This is an optimization exercise on Yosys and OpenROAD, whose aim is small area, a short achievable clock period and few clock cycles, not a production implementation. The RTL was checked by simulation tests, not by an equivalence proof against the original design. Power is estimated from default activity; no workload was simulated.

===== design.v =====
`timescale 1ns/1ps
`default_nettype none
module backend_top (
	input  logic        clk,
	input  logic        rst_n,
	input  logic        fetch_valid,
	input  logic [31:0] fetch_pc,
	input  logic [3:0]  fetch_opcode,
	input  logic [3:0]  fetch_dest,
	input  logic [3:0]  fetch_src1,
	input  logic [3:0]  fetch_src2,
	input  logic [15:0] fetch_imm,
	output logic        fetch_ready,
	output logic        retire_valid,
	output logic [31:0] retire_pc,
	output logic [3:0]  retire_dest,
	output logic [31:0] retire_result,
	output logic        retire_is_branch,
	output logic        retire_taken,
	output logic        retire_exc_flag,
	output logic        retire_br_misp,
	output logic [31:0] retire_redirect_pc,
	output logic        retire_exception
);
	logic halted;       
	logic d_valid;
	logic ex_valid;
	logic rt_valid;
	logic rt_misp;      
	logic rt_exc;       
	logic kill;         
	assign fetch_ready = !halted;
	assign kill        = rt_misp || rt_exc;
	logic [31:0] d_pc;
	logic [3:0]  d_rd;       
	logic        d_we;       
	logic [15:1] d_sel1;     
	logic [15:1] d_sel2;     
	logic        d_fex1;     
	logic        d_fex2;
	logic        d_frt1;     
	logic        d_frt2;
	logic [15:0] d_imm;
	logic        d_imm_b;    
	logic        d_sub;
	logic        d_arith;    
	logic        d_and;
	logic        d_or;
	logic        d_br;
	logic        d_bne;
	logic        d_ill;
	logic [3:0]  ex_rd;
	logic        ex_we;
	logic f_alu;
	assign f_alu = (fetch_opcode <= 4'd5);
	always_ff @(posedge clk) begin
		d_pc    <= fetch_pc;
		d_rd    <= f_alu ? fetch_dest : 4'd0;
		d_we    <= f_alu && (fetch_dest != 4'd0);
		for (int i = 1; i < 16; i++) begin
			d_sel1[i] <= (fetch_src1 == 4'(i));
			d_sel2[i] <= (fetch_src2 == 4'(i));
		end
		d_fex1  <= d_valid && d_we && (d_rd == fetch_src1);
		d_fex2  <= d_valid && d_we && (d_rd == fetch_src2);
		d_frt1  <= ex_valid && ex_we && (ex_rd == fetch_src1);
		d_frt2  <= ex_valid && ex_we && (ex_rd == fetch_src2);
		d_imm   <= fetch_imm;
		d_imm_b <= (fetch_opcode == 4'd5);
		d_sub   <= (fetch_opcode == 4'd1);
		d_arith <= (fetch_opcode == 4'd0) || (fetch_opcode == 4'd1) || (fetch_opcode == 4'd5);
		d_and   <= (fetch_opcode == 4'd2);
		d_or    <= (fetch_opcode == 4'd3);
		d_br    <= (fetch_opcode == 4'd6) || (fetch_opcode == 4'd7);
		d_bne   <= (fetch_opcode == 4'd7);
		d_ill   <= fetch_opcode[3];
	end
	logic [15:1][31:0] rf;
	logic [15:1]       rf_ok;
	logic [31:0] rt_wb;      
	logic [3:0]  rt_rd;
	logic        rt_we;
	always_ff @(posedge clk) begin
		for (int i = 1; i < 16; i++)
			if (rt_valid && rt_we && rt_rd == 4'(i))
				rf[i] <= rt_wb;
	end
	always_ff @(posedge clk or negedge rst_n) begin
		if (!rst_n)
			rf_ok <= '0;
		else
			for (int i = 1; i < 16; i++)
				if (rt_valid && rt_we && rt_rd == 4'(i))
					rf_ok[i] <= 1'b1;
	end
	logic [31:0] rf_a;
	logic [31:0] rf_b;
	always_comb begin
		rf_a = 32'd0;
		rf_b = 32'd0;
		for (int i = 1; i < 16; i++) begin
			rf_a = rf_a | (rf[i] & {32{d_sel1[i] && rf_ok[i]}});
			rf_b = rf_b | (rf[i] & {32{d_sel2[i] && rf_ok[i]}});
		end
	end
	logic [31:0] alu;
	logic [31:0] opnd_a;
	logic [31:0] opnd_b;
	assign opnd_a = d_fex1 ? alu : d_frt1 ? rt_wb : rf_a;
	assign opnd_b = d_imm_b ? {{16{d_imm[15]}}, d_imm} :
		d_fex2 ? alu : d_frt2 ? rt_wb : rf_b;
	logic [31:0] ex_pc;
	logic [15:0] ex_imm;
	logic [31:0] ex_a;
	logic [31:0] ex_b;       
	logic        ex_sub;     
	logic        ex_arith;
	logic        ex_and;
	logic        ex_or;
	logic        ex_br;
	logic        ex_bne;
	logic        ex_ill;
	always_ff @(posedge clk) begin
		ex_pc    <= d_pc;
		ex_imm   <= d_imm;
		ex_a     <= opnd_a;
		ex_b     <= d_sub ? ~opnd_b : opnd_b;
		ex_rd    <= d_rd;
		ex_we    <= d_we;
		ex_sub   <= d_sub;
		ex_arith <= d_arith;
		ex_and   <= d_and;
		ex_or    <= d_or;
		ex_br    <= d_br;
		ex_bne   <= d_bne;
		ex_ill   <= d_ill;
	end
	logic [31:0] sum;
	logic [31:0] logic_res;
	logic        eq;
	logic        taken;
	logic [31:0] target;
	assign sum       = ex_a + ex_b + {31'd0, ex_sub};
	assign logic_res = ex_and ? (ex_a & ex_b) : ex_or ? (ex_a | ex_b) : (ex_a ^ ex_b);
	assign alu       = ex_arith ? sum : logic_res;
	assign eq        = ~|(ex_a ^ ex_b);
	assign taken     = ex_br && (eq ^ ex_bne);
	assign target    = ex_pc + {{16{ex_imm[15]}}, ex_imm};
	logic [31:0] rt_pc;
	logic [31:0] rt_result;
	logic        rt_br;
	logic        rt_taken;
	always_ff @(posedge clk) begin
		rt_pc     <= ex_pc;
		rt_result <= ex_br ? target : alu;
		rt_wb     <= alu;
		rt_rd     <= ex_rd;
		rt_we     <= ex_we;
		rt_br     <= ex_br;
		rt_taken  <= taken;
	end
	always_ff @(posedge clk or negedge rst_n) begin
		if (!rst_n) begin
			halted   <= 1'b0;
			d_valid  <= 1'b0;
			ex_valid <= 1'b0;
			rt_valid <= 1'b0;
			rt_misp  <= 1'b0;
			rt_exc   <= 1'b0;
		end else begin
			halted   <= halted || rt_exc;
			d_valid  <= fetch_valid && !halted && !kill;
			ex_valid <= d_valid && !kill;
			rt_valid <= ex_valid && !kill;
			rt_misp  <= ex_valid && !kill && taken;
			rt_exc   <= ex_valid && !kill && ex_ill;
		end
	end
	assign retire_valid       = rt_valid;
	assign retire_pc          = rt_pc;
	assign retire_dest        = rt_rd;
	assign retire_result      = rt_result;
	assign retire_is_branch   = rt_br;
	assign retire_taken       = rt_taken;
	assign retire_exc_flag    = rt_exc;
	assign retire_br_misp     = rt_misp;
	assign retire_redirect_pc = rt_result;
	assign retire_exception   = rt_exc;
endmodule
`default_nettype wire

===== flow/run.sh =====
#!/bin/bash
set -euo pipefail
cd "$(dirname "$0")/.."
MARGIN=$(cat flow/setup_margin)
bash standard.sh SETUP_SLACK_MARGIN="$MARGIN" finish > flow_make.log 2>&1

===== flow/setup_margin =====
6.8

===== standard.sh =====
#!/bin/bash
# synth_recipe.tcl (not shown) runs the flow's synth.tcl, then flattens the netlist and writes it again
# the make line also repeats each setting of config.mk as NAME=value (left out here)
make -C /OpenROAD-flow-scripts/flow DESIGN_CONFIG=/design/flow/config.mk WORK_HOME=/design/flow/orfs CLKGATE_MAP_FILE= SYNTH_SCRIPT=/design/flow/synth_recipe.tcl "${@:-finish}"

===== config.mk =====
export PLATFORM = sky130hd
export DESIGN_NAME = backend_top
export DESIGN_NICKNAME = backend_top
export VERILOG_FILES = /design/flow/design.v
export SDC_FILE = /design/flow/constraint.sdc
export NUM_CORES = 4
export LEC_CHECK = 0
export ABC_CLOCK_PERIOD_IN_PS = 2500
export CAP_MARGIN = 20
export CORE_MARGIN = 2
export CORE_UTILIZATION = 45
export CTS_CLUSTER_DIAMETER = 60
export CTS_CLUSTER_SIZE = 22
export PLACE_DENSITY = 0.65
export SLEW_MARGIN = 20

===== constraint.sdc =====
create_clock -name core_clock -period 10.0 [get_ports {clk}]
set_input_delay 2.0000 -clock core_clock [delete_from_list [all_inputs] [get_ports {clk}]]
set_output_delay 2.0000 -clock core_clock [all_outputs]
set_load 0.01 [all_outputs]

==> flow_metrics.env, run 1 <==
export IMPL_clockBufferDepth=3
export IMPL_hold_depth=0
export IMPL_area_growth_pct=13.0
export IMPL_post_drt_wl_per_cell_um=29.4
export IMPL_via_per_inst=6.65
export IMPL_synth_top_family_by_area="compound AO/OA/AOI/OAI gates"
export IMPL_rsz0062_at_grt="true"
export IMPL_grt_ovfl_total=0
export IMPL_fp_dieW_um=282
export IMPL_path_max_fanout=3
export IMPL_final_cell_mix="480 x edfxtp_1, 339 x a22oi_1, 275 x dfxtp_1"
export IMPL_min_path_type="flip-flop to flip-flop"
export IMPL_p_leak_uw=0.0139
export IMPL_synth_simple_area_share_pct=8.46
export IMPL_synth_area_um2=34700
export IMPL_synth_xor_area_share_pct=2.17
export IMPL_skew_ns=0.0387
export IMPL_start_util_pct=45.6
export IMPL_required_ns=8.00
export IMPL_fmaxAchievable_mhz=310
export IMPL_finalSetupViolCount=0
export IMPL_drtAntennaViolNets=0
export IMPL_tightest_slew_ns=1.18
export IMPL_avgSynthCellArea_um2=11.9
export IMPL_synth_cell_types=74
export IMPL_synth_cells=2905
export IMPL_hold_end="ex_pc[14]$_DFF_P_"
export IMPL_clkLatencyLatePin_ns=0.66
export IMPL_path_buf_inv=1
export IMPL_crit_chain="buf_2"
export IMPL_drv_cap=0
export IMPL_cp_start_kind="flip-flop"
export IMPL_ys_flop_type="edfxtp_1"
export IMPL_grt_first_pass_wirelength_mm=171
export IMPL_remaining_drc_errors=0
export IMPL_synth_mux_area_fraction_pct=1.01
export IMPL_drt_first_pass_iters=9
export IMPL_synth_edf_count=480
export IMPL_synth_compound_area_share_pct=19.0
export IMPL_synth_fa_ha_area_share_pct=3.60
export IMPL_clockPowerShare_pct=35.8
export IMPL_routabilityCongestion=0.956
export IMPL_vias=26900
export IMPL_finish_net_count=3136
export IMPL_clkTransAtPathRegs_ns=0.08
export IMPL_drt_iter0_drc=3858
export IMPL_yosysSeqAreaShare_pct=61.7
export IMPL_max_slew_margin_pct=21.5
export IMPL_peakVddDrop_mv=0.128
export IMPL_grt_pass1_vias=26200
export IMPL_ctsHoldBuffers=0
export IMPL_critPathKind="flip-flop to primary output"
export IMPL_io_pins=174
export IMPL_cp_end_kind="primary output"
export IMPL_synthesis_nets=3070
export IMPL_reg2reg_from="ex_imm[0]$_DFF_P_"
export IMPL_final_common_cell="edfxtp_1"
export IMPL_hold_viol=0
export IMPL_async_flop_share_pct=2.55
export IMPL_antenna_cells=0
export IMPL_cts_max_level=2
export IMPL_p_sw_uw=1810
export IMPL_dpl_hpwl_mm=65.5
export IMPL_ff2ff_setup_slack_ns=6.85
export IMPL_synth_seq_cells=823
export IMPL_critPathArrivalTime_ns=1.23
export IMPL_worstReg2RegEnd="rt_result[26]$_DFF_P_"
export IMPL_outcome="timing/DRC/antenna clean"
export IMPL_drive_gt1_share_pct=14.3
export IMPL_clock_sinks=823
export IMPL_rows=101
export IMPL_crit_family="flip-flops"
export IMPL_cts_buffers=56
export IMPL_post_route_period_util_pct=32.3
export IMPL_io_buffers=173
export IMPL_cts_tree="done"
export IMPL_die_area_um2=79300
export IMPL_maxSlewViolCount=0
export IMPL_min_delay_start="d_pc[14]$_DFF_P_"
export IMPL_fin_util_pct=51.5
export IMPL_comb_power_share_pct=8.9
export IMPL_worst_path_max_delay_cell="dfrtp_1"
export IMPL_core_area_um2=76100
export IMPL_die_h_um=282
export IMPL_wl_mm=119
export IMPL_cp_slowest_stage_delay_ns=0.42
export IMPL_swShare_pct=25.7
export IMPL_antenna_found_initial=2
export IMPL_clockRootBuffer="clkbuf_16"
export IMPL_track_usage_pct=29.2
export IMPL_pwr_share_seq_pct=55.4
export IMPL_p_int_uw=5230
export IMPL_power_density_nw_per_um2=180
export IMPL_setup_tns_ns=0
export IMPL_ff2ff_path_depth=12
export IMPL_period_needed_ns=3.23
export IMPL_yosys_warnings=1
export IMPL_grt_max_degree=65
-- layout make-up --
cell class                      count  area (µm²)
Fill cell                        6522       36900
Sequential cell                   823       21500
Multi-Input combinational cell   1734       12300
Timing Repair Buffer              251        1790
Clock buffer                       68        1500
Tap cell                         1030        1290
Clock inverter                     37         483
Inverter                          105         394
-- stage by stage --
stage	setup slack [ns]	hold WS [ns]	cell area (µm²)	cells	power, µW
4_1_cts	6.70	0.330	39000	4040	7030
6_report	6.77	0.330	39200	4048	7040
3_3_place_gp	6.34	0.311	37200	3924	4580
3_5_place_dp	6.26	0.312	37200	3924	4600
2_1_floorplan	6.96	0.310	34700	2905	4300
5_1_grt	6.74	0.337	39200	4048	7260
-- synthesized netlist by cell type, types with 51 or more instances --
cell type	instances	area (µm²)
dfxtp_1	322	6450
a22o_1	56	490
nand2_1	110	413
nand4_1	81	507
clkbuf_1	186	698
inv_1	105	394
o21ai_0	90	450
a21oi_1	170	851
ha_1	95	1190
nand3_1	70	350
a22oi_1	339	2540
edfxtp_1	480	14400
a221oi_1	60	526
nor2_1	128	480
xnor2_1	51	447
-- registers in the layout (all words and copies together) (netlist names), 32 cells and up --
| register | flops |
|---|---|
| rt_wb | 32 |
| ex_pc | 32 |
| rf | 480 |
| ex_a | 32 |
| ex_b | 32 |
| rt_pc | 32 |
| rt_result | 32 |
| d_pc | 32 |
-- routing by layer --
layer | wire (µm) | vias to the layer above | GRT usage [%]
li1 | - | 11200 | -
met5 | 17 | - | 0
met2 | 52100 | 2218 | 45.3
met4 | 7010 | 4 | 15.0
met3 | 16900 | 508 | 8.52
met1 | 42800 | 13000 | 37.3
-- power groups by stage --
stage	clock, µW	combinational, µW	sequential, µW
final	2520	624	3900
after CTS	2540	598	3890
after global placement	0	620	3960
after global routing	2670	676	3910
after floorplan	0	376	3920
after detailed placement	0	630	3970
-- cell families after synthesis --
logic type / count (synthesis)
xor gates and xnor gates: 86
DFF: 823
muxes: 34
AOI/OAI and AO/OA: 938
adders and majority gates: 98
and+or+nand+nor: 578
buffers and inverters: 348
-- worst register-to-register path, delay by kind of cell (launching register included) --
| family | cells | cell delay (ns) |
|---|---|---|
| buffers and inverters | 1 | 0.04 |
| AND/OR/NAND/NOR | 1 | 0.17 |
| AO/OA/AOI/OAI | 6 | 1.54 |
| flip-flops | 1 | 0.35 |
| multiplexers | 1 | 0.28 |
| XOR/XNOR | 1 | 0.16 |
| adder cells (fa/ha/maj) | 2 | 0.50 |
-- timing repair --
item                       4_1_cts  5_1_grt
buffers inserted                11        8
hold endpoints to repair         0        0
resized for setup              481       58
pin swaps                       14       18
setup endpoints to repair      163       63
-- worst max-delay path by stage --
stage	endpoint	startpoint	depth (start not counted)
2_1_floorplan	rt_result[30]$_DFF_P_	ex_pc[0]$_DFF_P_	12
3_3_place_gp	ex_b[28]$_DFF_P_	ex_a[0]$_DFF_P_	12
3_5_place_dp	ex_b[28]$_DFF_P_	ex_a[0]$_DFF_P_	12
4_1_cts	retire_dest[0]	rt_rd[0]$_DFF_P_	1
5_1_grt	retire_exception	rt_exc$_DFF_PN0_	1
6_report	retire_exception	rt_exc$_DFF_PN0_	1
Testbench counts, summed over its fixed seeds: cycles 29,094.
==> run 2: changes to the inputs <==
--- a/design.v
+++ b/design.v
@@ -145,7 +145,16 @@
 	assign alu       = ex_arith ? sum : logic_res;
 	assign eq        = ~|(ex_a ^ ex_b);
 	assign taken     = ex_br && (eq ^ ex_bne);
-	assign target    = ex_pc + {{16{ex_imm[15]}}, ex_imm};
+	logic [16:0] tgt_lo;
+	logic [15:0] tgt_hi;
+	logic        tgt_c;
+	logic        tgt_s;
+	assign tgt_lo = {1'b0, ex_pc[15:0]} + {1'b0, ex_imm};
+	assign tgt_c  = tgt_lo[16];
+	assign tgt_s  = ex_imm[15];
+	assign tgt_hi = (tgt_c && !tgt_s) ? ex_pc[31:16] + 16'd1 :
+		(!tgt_c && tgt_s) ? ex_pc[31:16] - 16'd1 : ex_pc[31:16];
+	assign target = {tgt_hi, tgt_lo[15:0]};
 	logic [31:0] rt_pc;
 	logic [31:0] rt_result;
 	logic        rt_br;
==> run 2 against run 1 <==
Against the previous run:
- via count decreased by 0.51%
- cell area fell by 0.56%
- clock skew grew 0.0081 ns
- largest power group unchanged
==> flow_metrics.env, run 2 <==
export IMPL_maxSlewViolCount=0
export IMPL_finish_net_count=3108
export IMPL_reg2reg_from="ex_sub$_DFF_P_"
export IMPL_cp_slowest_stage_delay_ns=0.42
export IMPL_antenna_found_initial=2
export IMPL_dpl_hpwl_mm=66.6
export IMPL_tightest_slew_ns=1.10
export IMPL_skew_ns=0.0468
export IMPL_via_per_inst=6.65
export IMPL_synthesis_nets=3055
export IMPL_routabilityCongestion=0.971
export IMPL_cp_end_kind="primary output"
export IMPL_yosysSeqAreaShare_pct=61.7
export IMPL_final_common_cell="edfxtp_1"
export IMPL_io_pins=174
export IMPL_core_area_um2=76100
export IMPL_drt_iter0_drc=4228
export IMPL_post_route_period_util_pct=32.3
export IMPL_rows=101
export IMPL_grt_first_pass_wirelength_mm=171
export IMPL_antenna_cells=0
export IMPL_worstReg2RegEnd="rt_result[22]$_DFF_P_"
export IMPL_die_area_um2=79200
export IMPL_remaining_drc_errors=0
export IMPL_clkTransAtPathRegs_ns=0.08
export IMPL_final_seq_area_um2=21500
export IMPL_yosys_area_top_type_share_pct=41.6
export IMPL_largest_reg_flops=480
export IMPL_pwr_share_seq_pct=57.2
export IMPL_p_sw_uw=1700
export IMPL_multi_input_area_um2=12100
export IMPL_finalSetupViolCount=0
export IMPL_drtAntennaViolNets=0
export IMPL_swShare_pct=24.9
export IMPL_placed_area_um2=37200
export IMPL_clock_sinks=823
export IMPL_avgSynthCellArea_um2=11.9
export IMPL_cts_tree="done"
export IMPL_period_needed_ns=3.23
export IMPL_hold_viol=0
export IMPL_max_slew_margin_pct=26.5
export IMPL_critPathArrivalTime_ns=1.23
export IMPL_crit_family="flip-flops"
export IMPL_synth_most_common_cell="edfxtp_1"
export IMPL_clockRootBuffer="clkbuf_16"
export IMPL_ff2ff_setup_slack_ns=6.85
export IMPL_fp_dieW_um=282
export IMPL_synth_seq_cells=823
export IMPL_area_growth_pct=12.5
export IMPL_final_cell_mix="480 x edfxtp_1, 340 x a22oi_1, 275 x dfxtp_1"
export IMPL_start_util_pct=45.6
export IMPL_synth_edf_count=480
export IMPL_yosys_top_cells_area="edfxtp_1 42%, dfxtp_1 19%, a22oi_1 7.4%"
export IMPL_critPathKind="flip-flop to primary output"
export IMPL_drt_first_pass_iters=9
export IMPL_fmaxAchievable_mhz=310
export IMPL_cts_max_level=2
export IMPL_dp_worst_setup_slack_ns=6.57
export IMPL_design_area_um2=39000
export IMPL_endpoint="retire_exception"
export IMPL_setup_ws_ns=6.77
export IMPL_track_usage_pct=29.5
export IMPL_drive_gt1_share_pct=14.1
export IMPL_cts_buffers=51
export IMPL_required_ns=8.00
export IMPL_ys_flop_type="edfxtp_1"
export IMPL_power_density_nw_per_um2=175
export IMPL_path_max_fanout=4
export IMPL_clockPowerShare_pct=34.4
export IMPL_ctsHoldBuffers=0
export IMPL_post_drt_wl_per_cell_um=29.8
export IMPL_grt_ovfl_total=0
export IMPL_peakVddDrop_mv=0.153
export IMPL_regMostFlops="rf"
export IMPL_p_int_uw=5120
export IMPL_yosys_warnings=1
export IMPL_p_leak_uw=0.0138
export IMPL_clkLatencyLatePin_ns=0.66
export IMPL_vias=26800
export IMPL_wl_mm=120
export IMPL_rsz0062_at_grt="true"
export IMPL_comb_power_share_pct=8.5
export IMPL_drv_cap=0
export IMPL_synth_cells=2903
export IMPL_crit_chain="buf_2"
export IMPL_synth_cell_types=79
export IMPL_crit_cells=1
export IMPL_cp_start_kind="flip-flop"
export IMPL_worst_path_max_delay_cell="dfrtp_1"
export IMPL_async_flop_share_pct=2.55
export IMPL_cp_startpoint="rt_exc$_DFF_PN0_"
export IMPL_grt_max_degree=65
export IMPL_die_h_um=282
export IMPL_synth_common_cells="480 x edfxtp_1, 340 x a22oi_1, 322 x dfxtp_1, 180 x clkbuf_1, 157 x a21oi_1"
export IMPL_path_buf_inv=1
export IMPL_whs_ns=0.328
export IMPL_yosys_area_top_type="edfxtp_1"
export IMPL_setup_tns_ns=0
export IMPL_min_path_type="flip-flop to flip-flop"
export IMPL_ff2ff_path_depth=12
export IMPL_io_buffers=173
export IMPL_outcome="timing/DRC/antenna clean"
export IMPL_grt_pass1_vias=26000
export IMPL_clockBufferDepth=3
export IMPL_synth_area_um2=34700
export IMPL_nFillCells=6460
-- run 2: changes by cell type after synthesis, sizes merged, moves of 8 or more --
| cell | delta |
|---|---|
| a21o | -9 |
| a21oi | -12 |
| buf | +11 |
| ha | -13 |
| mux2i | +8 |
| nand4 | +12 |
| nand4b | -8 |
| o211ai | +11 |
| o21a | -9 |
| xnor2 | -8 |
-- run 2: through the flow --
stage	power, µW	util [%]	instances
after floorplan	4260	-	2903
after global placement	4530	48.9	3918
after detailed placement	4540	48.9	3918
after CTS	6810	51.1	4024
after global routing	7010	51.2	4028
final	6820	51.2	4028
-- run 2: kinds of logic (layout without fill, tap and decap cells) --
| logic type | Yosys count | count (layout) | share of synthesized area, % |
|---|---|---|---|
| adders and majority gates | 85 | 85 | 3.13 |
| buffers and inverters | 360 | 455 | 4.34 |
| and+or+nand+nor | 591 | 591 | 8.86 |
| AOI/OAI and AO/OA | 923 | 923 | 18.7 |
| muxes | 39 | 39 | 1.15 |
| DFF | 823 | 823 | 61.7 |
| xor gates and xnor gates | 82 | 82 | 2.07 |
-- run 2: power groups by stage --
stage / logic [µW] / registers (µW) / clock network (µW)
3_3_place_gp: 568 / 3960 / 0
3_5_place_dp: 576 / 3970 / 0
4_1_cts: 556 / 3890 / 2370
6_report: 577 / 3900 / 2340
5_1_grt: 623 / 3910 / 2480
2_1_floorplan: 339 / 3920 / 0
-- run 2: final cells by class --
cell class                      instances  area share, %
Timing Repair Buffer                  248           4.85
Clock inverter                         28          0.851
Tap cell                             1030           3.31
Clock buffer                           67           3.72
Sequential cell                       823           55.0
Multi-Input combinational cell       1720           31.2
Inverter                              112           1.08
-- run 2: what timing repair did --
| action | in CTS | in global routing |
|---|---|---|
| buffers inserted | 10 | 4 |
| gates cloned | 1 | 0 |
| setup endpoints to repair | 128 | 88 |
| gates resized for setup | 415 | 95 |
| pin swaps | 4 | 14 |
-- run 2: metal layers --
layer,part of all wire (%),GRT usage (%),up-vias
li1,-,-,11200
met1,35,36.7,12700
met2,45,47.1,2299
met3,14,8.13,557
met4,6.2,15.3,0
met5,0,0,-
-- run 2: worst min path at each step --
| stage | start | end | cells past startpoint |
|---|---|---|---|
| 2_1_floorplan | d_and$_DFF_P_ | ex_and$_DFF_P_ | 0 |
| 3_3_place_gp | d_pc[2]$_DFF_P_ | ex_pc[2]$_DFF_P_ | 0 |
| 3_5_place_dp | d_br$_DFF_P_ | ex_br$_DFF_P_ | 0 |
| 4_1_cts | d_br$_DFF_P_ | ex_br$_DFF_P_ | 0 |
| 5_1_grt | d_and$_DFF_P_ | ex_and$_DFF_P_ | 0 |
| 6_report | d_pc[19]$_DFF_P_ | ex_pc[19]$_DFF_P_ | 0 |
Testbench counts of run 2, summed over its fixed seeds: cycles 29,094.
==> run 3: changes to the inputs <==
==> flow/setup_margin (replaced) <==
7.0
==> run 3 against run 2 <==
Against the previous run:
- core utilization grew 1.8 points
- clock skew grew 0.0026 ns
- largest cell class unchanged
- critical endpoint is now retire_exc_flag
- critical path type unchanged
- worst setup slack better by 0.010 ns
- global-route usage grew 0.21 points
- still clean
- via count up 0.93%
==> flow_metrics.env, run 3 <==
export IMPL_io_buffers=173
export IMPL_synth_fa_ha_area_share_pct=3.13
export IMPL_synthesis_nets=3055
export IMPL_remaining_drc_errors=0
export IMPL_finalSetupViolCount=0
export IMPL_yosys_area_top_type_share_pct=41.6
export IMPL_clockBufferDepth=3
export IMPL_grt_first_pass_wirelength_mm=172
export IMPL_synth_edf_count=480
export IMPL_cts_buffers=51
export IMPL_min_delay_start="d_pc[19]$_DFF_P_"
export IMPL_grt_max_degree=65
export IMPL_core_area_um2=76100
export IMPL_via_per_inst=6.64
export IMPL_ctsHoldBuffers=0
export IMPL_p_leak_uw=0.0143
export IMPL_whs_ns=0.321
export IMPL_worst_path_max_delay_cell="dfrtp_1"
export IMPL_place_inst=3918
export IMPL_avgSynthCellArea_um2=11.9
export IMPL_max_slew_margin_pct=34.3
export IMPL_cts_tree="done"
export IMPL_yosys_top_cells_area="edfxtp_1 42%, dfxtp_1 19%, a22oi_1 7.4%"
export IMPL_critPathKind="flip-flop to primary output"
export IMPL_min_path_type="flip-flop to flip-flop"
export IMPL_ff2ff_path_depth=14
export IMPL_crit_cells=1
export IMPL_synth_area_um2=34700
export IMPL_synth_most_common_cell="edfxtp_1"
export IMPL_post_route_period_util_pct=32.2
export IMPL_power_density_nw_per_um2=172
export IMPL_clockRootBuffer="clkbuf_16"
export IMPL_path_buf_inv=1
export IMPL_synth_xor_area_share_pct=2.07
export IMPL_hold_viol=0
export IMPL_final_common_cell="edfxtp_1"
export IMPL_setup_tns_ns=0
export IMPL_drv_cap=0
export IMPL_cp_slowest_stage_delay_ns=0.41
export IMPL_cp_start_kind="flip-flop"
export IMPL_cts_max_level=2
export IMPL_synth_seq_cells=823
export IMPL_period_needed_ns=3.22
export IMPL_synth_top_family_by_area="compound AO/OA/AOI/OAI gates"
export IMPL_required_ns=8.00
export IMPL_synth_cells=2903
export IMPL_design_area_um2=40300
export IMPL_start_util_pct=45.6
export IMPL_dpl_hpwl_mm=66.6
export IMPL_die_h_um=282
export IMPL_outcome="timing/DRC/antenna clean"
export IMPL_ys_flop_type="edfxtp_1"
export IMPL_grt_ovfl_total=0
export IMPL_hold_end="ex_pc[19]$_DFF_P_"
export IMPL_worstReg2RegEnd="ex_b[30]$_DFF_P_"
export IMPL_synth_cell_types=79
export IMPL_die_area_um2=79200
export IMPL_crit_family="flip-flops"
export IMPL_routabilityCongestion=0.971
export IMPL_drt_first_pass_iters=15
export IMPL_vias=27000
export IMPL_hold_depth=0
export IMPL_clkLatencyLatePin_ns=0.66
export IMPL_crit_chain="buf_2"
export IMPL_synth_common_cells="480 x edfxtp_1, 340 x a22oi_1, 322 x dfxtp_1, 180 x clkbuf_1, 157 x a21oi_1"
export IMPL_antenna_found_initial=3
export IMPL_placed_area_um2=37200
export IMPL_yosys_warnings=1
export IMPL_regMostFlops="rf"
export IMPL_cp_end_kind="primary output"
export IMPL_path_max_fanout=4
export IMPL_drtAntennaViolNets=0
export IMPL_instances_no_fill=4070
export IMPL_reg2reg_from="ex_a[0]$_DFF_P_"
export IMPL_post_drt_wl_per_cell_um=29.9
export IMPL_critPathArrivalTime_ns=1.22
export IMPL_final_cell_mix="480 x edfxtp_1, 340 x a22oi_1, 249 x dfxtp_1"
export IMPL_drt_iter0_drc=4414
export IMPL_clkTransAtPathRegs_ns=0.09
export IMPL_synth_simple_area_share_pct=8.86
export IMPL_wl_mm=122
export IMPL_rsz0062_at_grt="true"
export IMPL_area_growth_pct=16.3
export IMPL_synth_compound_area_share_pct=18.7
export IMPL_skew_ns=0.0494
export IMPL_grt_pass1_vias=26100
export IMPL_rows=101
export IMPL_fp_dieW_um=282
export IMPL_fin_util_pct=53.0
export IMPL_drive_gt1_share_pct=18.0
export IMPL_tightest_slew_ns=0.985
export IMPL_yosys_area_top_type="edfxtp_1"
export IMPL_maxSlewViolCount=0
export IMPL_yosysSeqAreaShare_pct=61.7
export IMPL_ff2ff_setup_slack_ns=6.85
export IMPL_clock_sinks=823
export IMPL_fmaxAchievable_mhz=311
export IMPL_io_pins=174
export IMPL_finish_net_count=3149
export IMPL_async_flop_share_pct=2.55
export IMPL_track_usage_pct=29.7
export IMPL_largest_reg_flops=480
export IMPL_nFillCells=6265
export IMPL_synth_mux_area_fraction_pct=1.15
export IMPL_peakVddDrop_mv=0.163
[run 3: through the flow]
step	total power [µW]	worst slack, ns
floorplan	4260	7.14
global placement	4530	6.61
detailed placement	4540	6.57
CTS	6870	6.76
global route	7140	6.76
finish	6950	6.78
[run 3: cell type report]
cell class	count	area [µm²]	share of cell area, %
flip-flops and latches	823	21500	53.3
clock buffers	67	1450	3.60
inverters	112	424	1.05
repair buffers	288	2670	6.63
well taps	1030	1290	3.20
clock inverters	28	332	0.822
repair inverters	1	5.00	0.0124
diodes	1	2.50	0.00621
multi-input cells	1720	12600	31.3
[run 3: logic make-up after synthesis]
| logic type | count (synthesis) |
|---|---|
| AO/OA/AOI/OAI | 923 |
| XOR/XNOR | 82 |
| adder cells (fa/ha/maj) | 85 |
| buffers and inverters | 360 |
| flip-flops | 823 |
| multiplexers | 39 |
| AND/OR/NAND/NOR | 591 |
[run 3: timing repair]
action	CTS	global route
endpoints found under the setup margin	153	164
pin swaps	20	61
setup buffers	20	34
resized for setup	611	156
cloned	2	0
[run 3: worst max path at each step]
stage / slack [ns] / start / endpoint
2_1_floorplan: 7.14 / ex_pc[0]$_DFF_P_ / rt_result[24]$_DFF_P_
3_3_place_gp: 6.61 / ex_pc[0]$_DFF_P_ / rt_result[31]$_DFF_P_
3_5_place_dp: 6.57 / ex_pc[0]$_DFF_P_ / rt_result[31]$_DFF_P_
4_1_cts: 6.76 / rt_exc$_DFF_PN0_ / retire_exc_flag
5_1_grt: 6.76 / rt_exc$_DFF_PN0_ / retire_exc_flag
6_report: 6.78 / rt_exc$_DFF_PN0_ / retire_exc_flag
[run 3: metal layers]
layer	vias up	track usage, %	wire length (µm)
li1	11300	-	-
met1	12900	37.0	42000
met2	2317	47.3	54600
met3	561	7.96	17500
met4	0	15.9	7630
met5	-	0	0
[run 3: power by group]
| group | internal [µW] | total [µW] | leakage, µW | switching [µW] |
|---|---|---|---|---|
| combinational | 317 | 689 | 0.00601 | 372 |
| sequential | 3750 | 3910 | 0.00737 | 160 |
| clock | 1140 | 2350 | 0.000882 | 1210 |
| total | 5210 | 6950 | 0.0143 | 1740 |
==> run 4: changes to the inputs <==
--- a/design.v
+++ b/design.v
@@ -22,15 +22,16 @@
 	output logic [31:0] retire_redirect_pc,
 	output logic        retire_exception
 );
-	logic halted;       
 	logic d_valid;
 	logic ex_valid;
 	logic rt_valid;
 	logic rt_misp;      
 	logic rt_exc;       
+	logic rt_kill;      
 	logic kill;         
+	logic halted;       
 	assign fetch_ready = !halted;
-	assign kill        = rt_misp || rt_exc;
+	assign kill        = rt_kill;
 	logic [31:0] d_pc;
 	logic [3:0]  d_rd;       
 	logic        d_we;       
@@ -79,10 +80,10 @@
 	logic [15:1]       rf_ok;
 	logic [31:0] rt_wb;      
 	logic [3:0]  rt_rd;
-	logic        rt_we;
+	logic        rt_wr;      
 	always_ff @(posedge clk) begin
 		for (int i = 1; i < 16; i++)
-			if (rt_valid && rt_we && rt_rd == 4'(i))
+			if (rt_wr && rt_rd == 4'(i))
 				rf[i] <= rt_wb;
 	end
 	always_ff @(posedge clk or negedge rst_n) begin
@@ -90,7 +91,7 @@
 			rf_ok <= '0;
 		else
 			for (int i = 1; i < 16; i++)
-				if (rt_valid && rt_we && rt_rd == 4'(i))
+				if (rt_wr && rt_rd == 4'(i))
 					rf_ok[i] <= 1'b1;
 	end
 	logic [31:0] rf_a;
@@ -159,13 +160,14 @@
 	logic [31:0] rt_result;
 	logic        rt_br;
 	logic        rt_taken;
+	logic        rt_ill;     
 	always_ff @(posedge clk) begin
 		rt_pc     <= ex_pc;
 		rt_result <= ex_br ? target : alu;
 		rt_wb     <= alu;
 		rt_rd     <= ex_rd;
-		rt_we     <= ex_we;
 		rt_br     <= ex_br;
+		rt_ill    <= ex_ill;
 		rt_taken  <= taken;
 	end
 	always_ff @(posedge clk or negedge rst_n) begin
@@ -174,15 +176,19 @@
 			d_valid  <= 1'b0;
 			ex_valid <= 1'b0;
 			rt_valid <= 1'b0;
+			rt_wr    <= 1'b0;
 			rt_misp  <= 1'b0;
 			rt_exc   <= 1'b0;
+			rt_kill  <= 1'b0;
 		end else begin
 			halted   <= halted || rt_exc;
 			d_valid  <= fetch_valid && !halted && !kill;
 			ex_valid <= d_valid && !kill;
 			rt_valid <= ex_valid && !kill;
+			rt_wr    <= ex_valid && !kill && ex_we;
 			rt_misp  <= ex_valid && !kill && taken;
 			rt_exc   <= ex_valid && !kill && ex_ill;
+			rt_kill  <= ex_valid && !kill && (taken || ex_ill);
 		end
 	end
 	assign retire_valid       = rt_valid;
@@ -191,7 +197,7 @@
 	assign retire_result      = rt_result;
 	assign retire_is_branch   = rt_br;
 	assign retire_taken       = rt_taken;
-	assign retire_exc_flag    = rt_exc;
+	assign retire_exc_flag    = rt_ill;
 	assign retire_br_misp     = rt_misp;
 	assign retire_redirect_pc = rt_result;
 	assign retire_exception   = rt_exc;
==> flow/setup_margin (replaced) <==
6.8
==> run 4 against run 3 <==
Against the previous run:
- first-iteration DRC count decreased by 0.14%
- register-to-register slack got worse by 0.03 ns
- routed wire length increased by 0.91%
- count of clock-buffer cells in the layout increased by 2
- largest power group unchanged
- highest routed layer is now met5
- core utilization decreased by 1.9 points
- combinational power decreased by 12%
- cell area decreased by 1.6%
- largest cell class unchanged
==> flow_metrics.env, run 4 <==
export IMPL_maxSlewViolCount=0
export IMPL_yosys_warnings=1
export IMPL_post_drt_wl_per_cell_um=29.7
export IMPL_fmaxAchievable_mhz=311
export IMPL_cts_max_level=2
export IMPL_vias=27800
export IMPL_outcome="timing/DRC/antenna clean"
export IMPL_clockBufferDepth=3
export IMPL_critPathKind="flip-flop to primary output"
export IMPL_peakVddDrop_mv=0.132
export IMPL_grt_first_pass_wirelength_mm=178
export IMPL_synthesis_nets=3143
export IMPL_antenna_found_initial=3
export IMPL_setup_tns_ns=0
export IMPL_area_growth_pct=12.3
export IMPL_dpl_hpwl_mm=69.7
export IMPL_clockRootBuffer="clkbuf_16"
export IMPL_period_needed_ns=3.21
export IMPL_final_cell_mix="480 x edfxtp_1, 340 x a22oi_1, 282 x dfxtp_1"
export IMPL_fp_dieW_um=284
export IMPL_tightest_slew_ns=1.07
export IMPL_core_area_um2=77600
export IMPL_drt_iter0_drc=4408
export IMPL_synth_cells=2991
export IMPL_drive_gt1_share_pct=13.3
export IMPL_grt_pass1_vias=27200
export IMPL_synth_cell_types=87
export IMPL_grt_ovfl_total=0
export IMPL_cp_end_kind="primary output"
export IMPL_remaining_drc_errors=0
export IMPL_required_ns=8.00
export IMPL_largest_reg_flops=480
export IMPL_skew_ns=0.0474
export IMPL_synth_edf_count=480
export IMPL_clkLatencyLatePin_ns=0.66
export IMPL_synth_common_cells="480 x edfxtp_1, 340 x a22oi_1, 322 x dfxtp_1, 182 x clkbuf_1, 143 x a21oi_1"
export IMPL_regMostFlops="rf"
export IMPL_critPathArrivalTime_ns=1.21
export IMPL_rows=102
export IMPL_drt_first_pass_iters=12
export IMPL_path_max_fanout=2
export IMPL_synth_most_common_cell="edfxtp_1"
export IMPL_drtAntennaViolNets=0
export IMPL_grt_max_degree=63
export IMPL_whs_ns=0.330
export IMPL_post_route_period_util_pct=32.1
export IMPL_yosysSeqAreaShare_pct=60.7
export IMPL_wl_mm=123
export IMPL_clkTransAtPathRegs_ns=0.08
export IMPL_max_slew_margin_pct=28.3
export IMPL_via_per_inst=6.72
export IMPL_p_leak_uw=0.0141
export IMPL_finish_net_count=3203
export IMPL_yosys_area_top_type="edfxtp_1"
export IMPL_cts_buffers=58
export IMPL_die_h_um=284
export IMPL_io_pins=174
export IMPL_synth_area_um2=35300
export IMPL_hold_viol=0
export IMPL_rsz0062_at_grt="true"
export IMPL_min_path_type="flip-flop to flip-flop"
export IMPL_power_density_nw_per_um2=178
export IMPL_yosys_area_top_type_share_pct=40.8
export IMPL_yosys_top_cells_area="edfxtp_1 41%, dfxtp_1 18%, a22oi_1 7.2%"
export IMPL_synth_seq_cells=825
export IMPL_die_area_um2=80700
export IMPL_ys_flop_type="edfxtp_1"
export IMPL_track_usage_pct=29.3
export IMPL_cp_start_kind="flip-flop"
export IMPL_final_common_cell="edfxtp_1"
export IMPL_drv_cap=0
export IMPL_io_buffers=173
export IMPL_routabilityCongestion=0.994
export IMPL_clock_sinks=825
export IMPL_cts_tree="done"
export IMPL_async_flop_share_pct=2.79
export IMPL_avgSynthCellArea_um2=11.8
export IMPL_ctsHoldBuffers=0
export IMPL_finalSetupViolCount=0
export IMPL_start_util_pct=45.5
==> run 4: cell count changes after synthesis, sizes merged, moves of 8 or more <==
cell and change:
nor3 +15, nand4 -10, nor2 +8, nand2b +12, or2 +8, a21o +16, o22ai -8, nand2 +12
o21a +16, nor4 +8, nand3 +8, xor2 -18, a21oi -16
==> run 4: area by class of cell <==
cell class,count,area (µm²)
Antenna cell,1,2.50
Clock buffer,69,1510
Clock inverter,38,488
Fill cell,6795,37900
Inverter,106,398
Multi-Input combinational cell,1814,12700
Sequential cell,825,21500
Tap cell,1040,1300
Timing Repair Buffer,246,1750
==> run 4: where the power goes <==
group          switching, µW  internal (µW)  total (µW)
registers                153           3760        3910
logic                    376            234         609
clock network           1330           1210        2540
==> run 4: worst paths after layout <==
check                                 startpoint                    end  slack [ns]  cells after the start
worst max-delay path            halted$_DFF_PN0_            fetch_ready        6.79                      2
worst min register to register      d_or$_DFF_P_          ex_or$_DFF_P_        0.33                      0
worst min-delay path                d_or$_DFF_P_          ex_or$_DFF_P_        0.33                      0
min in group asynchronous                  rst_n        rt_wr$_DFF_PN0_        1.31                      1
max in group asynchronous                  rst_n  rf_ok[14]$_DFFE_PN0P_        8.32                      1
worst max register to register   ex_b[0]$_DFF_P_       ex_a[26]$_DFF_P_        6.82                     11
==> run 4: kinds of logic after synthesis <==
logic type | after synthesis | share of synthesized area [%]
compound gates | 972 | 19.9
flops | 825 | 60.7
simple gates | 650 | 9.39
buf+inv | 352 | 4.13
fa+ha+maj | 85 | 3.08
xor+xnor | 67 | 1.66
mux | 40 | 1.14
==> run 4: worst max-delay path, stage by stage, from the launching register on <==
cell     delay, ns
dfrtp_1       0.38
inv_1         0.05
buf_2         0.12
==> run 4: routing by layer <==
metal	share of wire [%]	vias up	GRT usage, %
met5	0.011	-	0
met4	4.7	2	12.8
met3	15	475	8.43
met2	44	2322	45.3
met1	36	13400	38.6
li1	-	11600	-
==> run 4: what timing repair did <==
action	4_1_cts	5_1_grt
gates resized for setup	467	28
setup endpoints to repair	120	47
pin swaps	2	5
buffers inserted	6	3
==> run 4: per-stage QoR <==
| step | total power [µW] | util (%) | worst slack, ns | std cells | cell area, µm² |
|---|---|---|---|---|---|
| after CTS | 7060 | 51.0 | 6.74 | 4135 | 39600 |
| final | 7060 | 51.1 | 6.79 | 4139 | 39700 |
| after global placement | 4580 | 48.8 | 6.49 | 4021 | 37900 |
| after global routing | 7270 | 51.1 | 6.75 | 4138 | 39700 |
| after floorplan | 4300 | - | 7.16 | 2991 | 35300 |
| after detailed placement | 4610 | 48.8 | 6.43 | 4022 | 37900 |
Testbench counts of run 4, summed over its fixed seeds: cycles 29,094.
==> run 5: changes to the inputs <==
--- a/design.v
+++ b/design.v
@@ -29,8 +29,8 @@
 	logic rt_exc;       
 	logic rt_kill;      
 	logic kill;         
-	logic halted;       
-	assign fetch_ready = !halted;
+	logic ready;        
+	assign fetch_ready = ready;
 	assign kill        = rt_kill;
 	logic [31:0] d_pc;
 	logic [3:0]  d_rd;       
@@ -172,7 +172,7 @@
 	end
 	always_ff @(posedge clk or negedge rst_n) begin
 		if (!rst_n) begin
-			halted   <= 1'b0;
+			ready    <= 1'b1;
 			d_valid  <= 1'b0;
 			ex_valid <= 1'b0;
 			rt_valid <= 1'b0;
@@ -181,8 +181,8 @@
 			rt_exc   <= 1'b0;
 			rt_kill  <= 1'b0;
 		end else begin
-			halted   <= halted || rt_exc;
-			d_valid  <= fetch_valid && !halted && !kill;
+			ready    <= ready && !rt_exc;
+			d_valid  <= fetch_valid && ready && !kill;
 			ex_valid <= d_valid && !kill;
 			rt_valid <= ex_valid && !kill;
 			rt_wr    <= ex_valid && !kill && ex_we;
==> run 5 against run 4 <==
Against the previous run:
- largest power group unchanged
- total power decreased by 9.4%
- first-iteration DRC count down 8.5%
- final cell count is 1.3% lower
- sequential power is 4% lower
- critical endpoint unchanged
- register-to-register slack is essentially flat
==> flow_metrics.env, run 5 <==
export IMPL_outcome="timing/DRC/antenna clean"
export IMPL_p_sw_uw=1460
export IMPL_synth_cells=2931
export IMPL_synth_common_cells="480 x edfxtp_1, 344 x a22oi_1, 322 x dfxtp_1, 179 x clkbuf_1, 152 x a21oi_1"
export IMPL_synth_most_common_cell="edfxtp_1"
export IMPL_min_delay_start="d_pc[16]$_DFF_P_"
export IMPL_worst_path_max_delay_cell="dfstp_2"
export IMPL_reg2reg_from="ex_a[0]$_DFF_P_"
export IMPL_cp_end_kind="primary output"
export IMPL_rsz0062_at_grt="true"
export IMPL_finish_net_count=3158
export IMPL_critPathArrivalTime_ns=1.29
export IMPL_grt_pass1_vias=26000
export IMPL_yosys_area_top_type_share_pct=41.3
export IMPL_path_max_fanout=2
export IMPL_avgSynthCellArea_um2=11.9
export IMPL_yosys_area_top_type="edfxtp_1"
export IMPL_drtAntennaViolNets=0
export IMPL_min_path_type="flip-flop to flip-flop"
export IMPL_nFillCells=6615
export IMPL_synthesis_nets=3083
export IMPL_grt_ovfl_total=0
export IMPL_drv_cap=0
export IMPL_start_util_pct=45.3
export IMPL_critPathKind="flip-flop to primary output"
export IMPL_path_buf_inv=1
export IMPL_io_buffers=173
export IMPL_die_area_um2=79800
export IMPL_skew_ns=0.0498
export IMPL_setup_tns_ns=0
export IMPL_cts_tree="done"
export IMPL_drive_gt1_share_pct=14.1
export IMPL_finalSetupViolCount=0
export IMPL_ctsHoldBuffers=0
export IMPL_pwr_share_seq_pct=58.9
export IMPL_cp_start_kind="flip-flop"
export IMPL_ff2ff_path_depth=12
export IMPL_regMostFlops="rf"
export IMPL_area_growth_pct=12.6
export IMPL_via_per_inst=6.56
export IMPL_largest_reg_flops=480
export IMPL_async_flop_share_pct=2.79
export IMPL_track_usage_pct=28.6
export IMPL_ff2ff_setup_slack_ns=6.83
export IMPL_synth_seq_cells=825
export IMPL_io_pins=174
export IMPL_comb_power_share_pct=5.1
export IMPL_synth_area_um2=34900
export IMPL_p_leak_uw=0.0141
export IMPL_peakVddDrop_mv=0.138
export IMPL_dpl_hpwl_mm=64.8
export IMPL_whs_ns=0.331
export IMPL_vias=26800
export IMPL_post_drt_wl_per_cell_um=28.8
export IMPL_p_int_uw=4930
export IMPL_final_common_cell="edfxtp_1"
export IMPL_maxSlewViolCount=0
export IMPL_clockRootBuffer="clkbuf_16"
export IMPL_use_met3_pct=8.71
export IMPL_yosysSeqAreaShare_pct=61.4
export IMPL_grt_max_degree=65
export IMPL_tightest_slew_ns=1.10
export IMPL_clock_sinks=825
export IMPL_fmaxAchievable_mhz=304
export IMPL_die_h_um=282
export IMPL_fp_dieW_um=282
export IMPL_grtUsageMet2_pct=44.3
export IMPL_synth_edf_count=480
export IMPL_grt_first_pass_wirelength_mm=168
export IMPL_cts_buffers=51
export IMPL_post_route_period_util_pct=32.9
export IMPL_swShare_pct=22.9
export IMPL_hold_end="ex_pc[16]$_DFF_P_"
export IMPL_remaining_drc_errors=0
export IMPL_worstReg2RegEnd="ex_b[28]$_DFF_P_"
export IMPL_required_ns=8.00
export IMPL_drt_iter0_drc=4033
export IMPL_max_slew_margin_pct=26.0
export IMPL_wl_mm=118
export IMPL_synth_cell_types=88
export IMPL_antenna_found_initial=3
export IMPL_final_cell_mix="480 x edfxtp_1, 344 x a22oi_1, 277 x dfxtp_1"
export IMPL_globalRoute_busiestLayer="met2"
export IMPL_crit_chain="buf_6"
export IMPL_drt_first_pass_iters=14
export IMPL_power_density_nw_per_um2=163
export IMPL_clockBufferDepth=3
export IMPL_routabilityCongestion=0.923
export IMPL_use_met1_pct=35.9
export IMPL_cp_slowest_stage_delay_ns=0.55
export IMPL_crit_family="flip-flops"
export IMPL_cts_max_level=2
export IMPL_ys_flop_type="edfxtp_1"
export IMPL_period_needed_ns=3.29
export IMPL_clkLatencyLatePin_ns=0.66
export IMPL_yosys_warnings=1
export IMPL_rows=102
export IMPL_core_area_um2=77100
export IMPL_clockPowerShare_pct=36.0
export IMPL_antenna_cells=0
export IMPL_hold_viol=0
export IMPL_yosys_top_cells_area="edfxtp_1 41%, dfxtp_1 18%, a22oi_1 7.4%"
export IMPL_hold_depth=0
export IMPL_clkTransAtPathRegs_ns=0.08
[run 5: logic make-up (layout without fill, tap and decap cells)]
kind of cell               count (synthesis)  in the layout  share of synthesized area (%)
and+or+nand+nor                          614            614                           8.98
buffers and inverters                    356            469                           4.22
muxes                                     55             55                           1.61
DFF                                      825            825                           61.4
adders and majority gates                 85             85                           3.11
AOI/OAI and AO/OA                        919            920                           18.7
xor gates and xnor gates                  77             77                           1.93
[run 5: through the flow]
step                      setup WS, ns  cells  util (%)  power [µW]  instance area [µm²]
after floorplan                   6.97   2931         -        4000                34900
after global placement            6.51   3963      48.6        4160                37500
after detailed placement          6.42   3963      48.6        4170                37500
after CTS                         6.70   4071      50.8        6400                39100
after global routing              6.68   4085      51.0        6570                39300
final                             6.71   4085      51.0        6390                39300
[run 5: layout make-up]
class	count	area [µm²]	area share, %
clock buffers	70	1460	3.72
clock inverters	22	264	0.672
inverters	111	420	1.07
multi-input cells	1751	12300	31.3
flip-flops and latches	825	21500	54.7
well taps	1040	1300	3.31
repair buffers	266	2020	5.14
[run 5: per-layer routing]
layer	vias up	share of wire [%]
li1	11300	-
met2	2182	44
met1	12700	36
met3	582	14
met4	4	6.1
met5	-	0.018
[run 5: worst max-delay path by stage]
stage                     startpoint                    end  cells past startpoint
floorplan            ex_a[0]$_DFF_P_       ex_b[28]$_DFF_P_                     12
global placement    ex_pc[0]$_DFF_P_  rt_result[28]$_DFF_P_                     12
detailed placement  ex_pc[0]$_DFF_P_  rt_result[27]$_DFF_P_                     12
CTS                  ready$_DFF_PN1_            fetch_ready                      1
global route         ready$_DFF_PN1_            fetch_ready                      1
finish               ready$_DFF_PN1_            fetch_ready                      1
[run 5: power by group through the flow]
stage               Combinational, µW  Sequential (µW)  Clock (µW)
floorplan                         184             3810           0
global placement                  323             3840           0
detailed placement                328             3840           0
CTS                               315             3760        2320
global route                      353             3770        2440
finish                            326             3770        2300
[run 5: timing repair]
| item | CTS | global route |
|---|---|---|
| setup buffers | 15 | 14 |
| resized for setup | 423 | 61 |
| cloned | 1 | 0 |
| setup endpoints to repair | 141 | 75 |
| pin swaps | 5 | 17 |
Testbench counts of run 5, summed over its fixed seeds: cycles 29,094.
==> run 6: changes to the inputs <==
--- a/design.v
+++ b/design.v
@@ -113,9 +113,9 @@
 	logic [31:0] ex_pc;
 	logic [15:0] ex_imm;
 	logic [31:0] ex_a;
-	logic [31:0] ex_b;       
-	logic        ex_sub;     
-	logic        ex_arith;
+	logic [31:0] ex_b;
+	logic        ex_sub;
+	logic        ex_add;     
 	logic        ex_and;
 	logic        ex_or;
 	logic        ex_br;
@@ -125,11 +125,11 @@
 		ex_pc    <= d_pc;
 		ex_imm   <= d_imm;
 		ex_a     <= opnd_a;
-		ex_b     <= d_sub ? ~opnd_b : opnd_b;
+		ex_b     <= opnd_b;
 		ex_rd    <= d_rd;
 		ex_we    <= d_we;
 		ex_sub   <= d_sub;
-		ex_arith <= d_arith;
+		ex_add   <= d_arith && !d_sub;
 		ex_and   <= d_and;
 		ex_or    <= d_or;
 		ex_br    <= d_br;
@@ -137,13 +137,15 @@
 		ex_ill   <= d_ill;
 	end
 	logic [31:0] sum;
+	logic [31:0] diff;
 	logic [31:0] logic_res;
 	logic        eq;
 	logic        taken;
 	logic [31:0] target;
-	assign sum       = ex_a + ex_b + {31'd0, ex_sub};
+	assign sum       = ex_a + ex_b;
+	assign diff      = ex_a - ex_b;
 	assign logic_res = ex_and ? (ex_a & ex_b) : ex_or ? (ex_a | ex_b) : (ex_a ^ ex_b);
-	assign alu       = ex_arith ? sum : logic_res;
+	assign alu       = ex_add ? sum : ex_sub ? diff : logic_res;
 	assign eq        = ~|(ex_a ^ ex_b);
 	assign taken     = ex_br && (eq ^ ex_bne);
 	logic [16:0] tgt_lo;
==> run 6 against run 5 <==
Against the previous run:
- non-clock buffer count grew 59
- register-to-register slack got worse by 0.09 ns
- worst hold slack worse by 0.0042 ns
- total power rose by 3.6%
- via count up 9.2%
- sequential share of layout area down 3.1 points
- cell area up 6.3%
- worst setup slack lost 0.038 ns
- critical endpoint unchanged
==> flow_metrics.env, run 6 <==
export IMPL_grt_ovfl_total=0
export IMPL_yosysSeqAreaShare_pct=59.7
export IMPL_synth_most_common_cell="edfxtp_1"
export IMPL_cts_tree="done"
export IMPL_drt_iter0_drc=4875
export IMPL_worst_path_max_delay_cell="dfstp_2"
export IMPL_grt_max_degree=67
export IMPL_yosys_warnings=1
export IMPL_hold_viol=0
export IMPL_min_path_type="flip-flop to flip-flop"
export IMPL_outcome="timing/DRC/antenna clean"
export IMPL_yosys_area_top_type_share_pct=40.2
export IMPL_routedLengthMet1_mm=47.9
export IMPL_required_ns=8.00
export IMPL_power_density_nw_per_um2=159
export IMPL_wl_mm=134
export IMPL_peakVddDrop_mv=0.124
export IMPL_ff2ff_setup_slack_ns=6.74
export IMPL_synth_area_um2=35900
export IMPL_drt_first_pass_iters=8
export IMPL_synth_seq_cells=825
export IMPL_synthesis_nets=3287
export IMPL_antenna_found_initial=3
export IMPL_ys_flop_type="edfxtp_1"
export IMPL_synth_edf_count=480
export IMPL_path_buf_inv=1
export IMPL_finalSetupViolCount=0
export IMPL_drive_gt1_share_pct=19.6
export IMPL_crit_family="flip-flops"
export IMPL_io_pins=174
export IMPL_path_max_fanout=3
export IMPL_synth_common_cells="480 x edfxtp_1, 328 x a22oi_1, 322 x dfxtp_1, 208 x a21oi_1, 194 x clkbuf_1"
export IMPL_clkLatencyLatePin_ns=0.68
export IMPL_clock_sinks=825
export IMPL_synth_cells=3104
export IMPL_cp_start_kind="flip-flop"
export IMPL_worstReg2RegEnd="rt_result[25]$_DFF_P_"
export IMPL_remaining_drc_errors=0
export IMPL_io_buffers=173
export IMPL_post_route_period_util_pct=33.3
export IMPL_crit_chain="buf_6"
export IMPL_finish_net_count=3419
export IMPL_maxSlewViolCount=0
export IMPL_vias=29300
export IMPL_hold_depth=0
export IMPL_yosys_area_top_type="edfxtp_1"
export IMPL_final_cell_mix="480 x edfxtp_1, 328 x a22oi_1, 257 x dfxtp_1"
export IMPL_min_delay_start="d_pc[28]$_DFF_P_"
export IMPL_fmaxAchievable_mhz=300
export IMPL_clkTransAtPathRegs_ns=0.09
export IMPL_dpl_hpwl_mm=78.8
export IMPL_whs_ns=0.327
export IMPL_setup_tns_ns=0
export IMPL_area_growth_pct=16.3
export IMPL_start_util_pct=45.4
export IMPL_cp_end_kind="primary output"
export IMPL_p_leak_uw=0.0146
export IMPL_die_h_um=286
export IMPL_largest_reg_flops=480
export IMPL_regMostFlops="rf"
export IMPL_skew_ns=0.0445
export IMPL_critPathArrivalTime_ns=1.33
export IMPL_period_needed_ns=3.33
export IMPL_post_drt_wl_per_cell_um=30.9
export IMPL_critPathKind="flip-flop to primary output"
export IMPL_route_met2_wl_mm=59.4
export IMPL_rsz0062_at_grt="true"
export IMPL_die_area_um2=82000
export IMPL_wl_met3_mm=18.6
export IMPL_synth_cell_types=87
export IMPL_cp_slowest_stage_delay_ns=0.56
export IMPL_antenna_cells=0
export IMPL_rows=103
export IMPL_grt_first_pass_wirelength_mm=190
export IMPL_core_area_um2=79000
export IMPL_avgSynthCellArea_um2=11.6
export IMPL_final_common_cell="edfxtp_1"
export IMPL_drtAntennaViolNets=0
export IMPL_grt_pass1_vias=28300
export IMPL_via_per_inst=6.76
export IMPL_tightest_slew_ns=1.13
export IMPL_routabilityCongestion=1.00
export IMPL_fp_dieW_um=286
export IMPL_hold_end="ex_pc[28]$_DFF_P_"
export IMPL_track_usage_pct=31.4
export IMPL_cts_buffers=56
export IMPL_max_slew_margin_pct=24.7
export IMPL_clockBufferDepth=3
export IMPL_highest_layer="met5"
export IMPL_drv_cap=0
export IMPL_ff2ff_path_depth=15
export IMPL_yosys_top_cells_area="edfxtp_1 40%, dfxtp_1 18%, a22oi_1 6.9%"
export IMPL_clockRootBuffer="clkbuf_16"
export IMPL_cts_max_level=2
export IMPL_async_flop_share_pct=2.79
export IMPL_reg2reg_from="ex_b[15]$_DFF_P_"
-- run 6: final cells by class --
class,instances,area [µm²]
clock buffers,67,1540
clock inverters,35,379
well taps,1050,1310
multi-input cells,1896,14000
inverters,132,500
repair buffers,325,2420
flip-flops and latches,825,21500
fillers,6706,37300
-- run 6: per-stage QoR --
stage	worst slack, ns	cells	utilization [%]	power, µW	area, µm²
3_3_place_gp	5.52	4140	48.7	4190	38500
2_1_floorplan	6.99	3104	-	4000	35900
6_report	6.67	4330	52.8	6630	41700
4_1_cts	6.65	4287	51.8	6610	40900
3_5_place_dp	5.50	4140	48.7	4200	38500
5_1_grt	6.65	4330	52.8	6800	41700
-- run 6: power by group --
part	total, µW	internal [µW]	switching (µW)
logic	410	173	237
registers	3760	3670	89.6
clock network	2460	1180	1280
total	6630	5020	1610
-- run 6: cell families (layout without fill, tap and decap cells) --
| kind of cell | count (synthesis) | after routing | synth area share, % |
|---|---|---|---|
| AO/OA/AOI/OAI | 1047 | 1047 | 20.5 |
| XOR/XNOR | 45 | 45 | 1.10 |
| adder cells (fa/ha/maj) | 116 | 116 | 4.11 |
| AND/OR/NAND/NOR | 648 | 648 | 9.01 |
| flip-flops | 825 | 825 | 59.7 |
| buffers and inverters | 383 | 559 | 4.39 |
| multiplexers | 40 | 40 | 1.17 |
-- run 6: worst max path at each step --
stage | from | end | slack, ns | depth (start not counted)
final | ready$_DFF_PN1_ | fetch_ready | 6.67 | 1
after global routing | ex_b[15]$_DFF_P_ | ex_b[25]$_DFF_P_ | 6.65 | 15
after CTS | ready$_DFF_PN1_ | fetch_ready | 6.65 | 1
after detailed placement | ex_a[8]$_DFF_P_ | ex_b[19]$_DFF_P_ | 5.50 | 12
after global placement | ex_a[8]$_DFF_P_ | ex_b[19]$_DFF_P_ | 5.52 | 12
after floorplan | ex_a[7]$_DFF_P_ | ex_b[27]$_DFF_P_ | 6.99 | 13
-- run 6: what timing repair did --
item / CTS / global route
setup buffers: 45 / 43
resized for setup: 606 / 123
endpoints found under the setup margin: 208 / 70
hold buffers: 0 / 0
pin swaps: 40 / 65
-- run 6: worst register-to-register path: cells and delay by family, from the launching register on --
family / cells / cell delay [ns]
simple gates: 1 / 0.05
compound gates: 7 / 1.68
flops: 1 / 0.35
fa+ha+maj: 1 / 0.26
buf+inv: 4 / 0.48
mux: 2 / 0.42
-- run 6: per-layer routing --
metal | vias to the layer above | global-route usage (%)
met3 | 613 | 8.04
met4 | 4 | 16.1
met5 | - | 0
met2 | 2468 | 48.5
li1 | 12100 | -
met1 | 14000 | 41.0
Testbench counts of run 6, summed over its fixed seeds: cycles 29,094.

==> separate check: timing with driven ports <==
In the flow no input, the clock included, has a driving cell. The finished layouts below were timed again as built, in two steps. Step 1 sets driving cells, clkbuf_16 on the clock port and buf_2 on the other inputs (assumed; they add their load-dependent delay and slew). Step 2 also shifts input and output timing later by t, the mid clock arrival at the registers, as if the neighbouring blocks saw the same clock. a / b / c = no drivers / after step 1 / after step 2; a / b = the first two.
| run | shift t [ns] | slack for setup (ns) | worst setup path at the end |
|---|---|---|---|
| run 1 | 0.714 | 6.774 / 6.701 / 6.443 | input to register |
| run 2 | 0.710 | 6.772 / 6.698 / 6.719 | input to register |
| run 3 | 0.707 | 6.782 / 6.708 / 6.726 | input to register |
| run 4 | 0.714 | 6.788 / 6.716 / 6.357 | input to register |
| run 5 | 0.703 | 6.705 / 6.634 / 6.493 | input to register |
| run 6 | 0.728 | 6.667 / 6.598 / 6.307 | input to register |
After both steps every run listed still meets setup and hold. For run 4, which loses most, drivers alone change the setup slack by -0.072 ns; drivers and shift together by -0.431 ns.
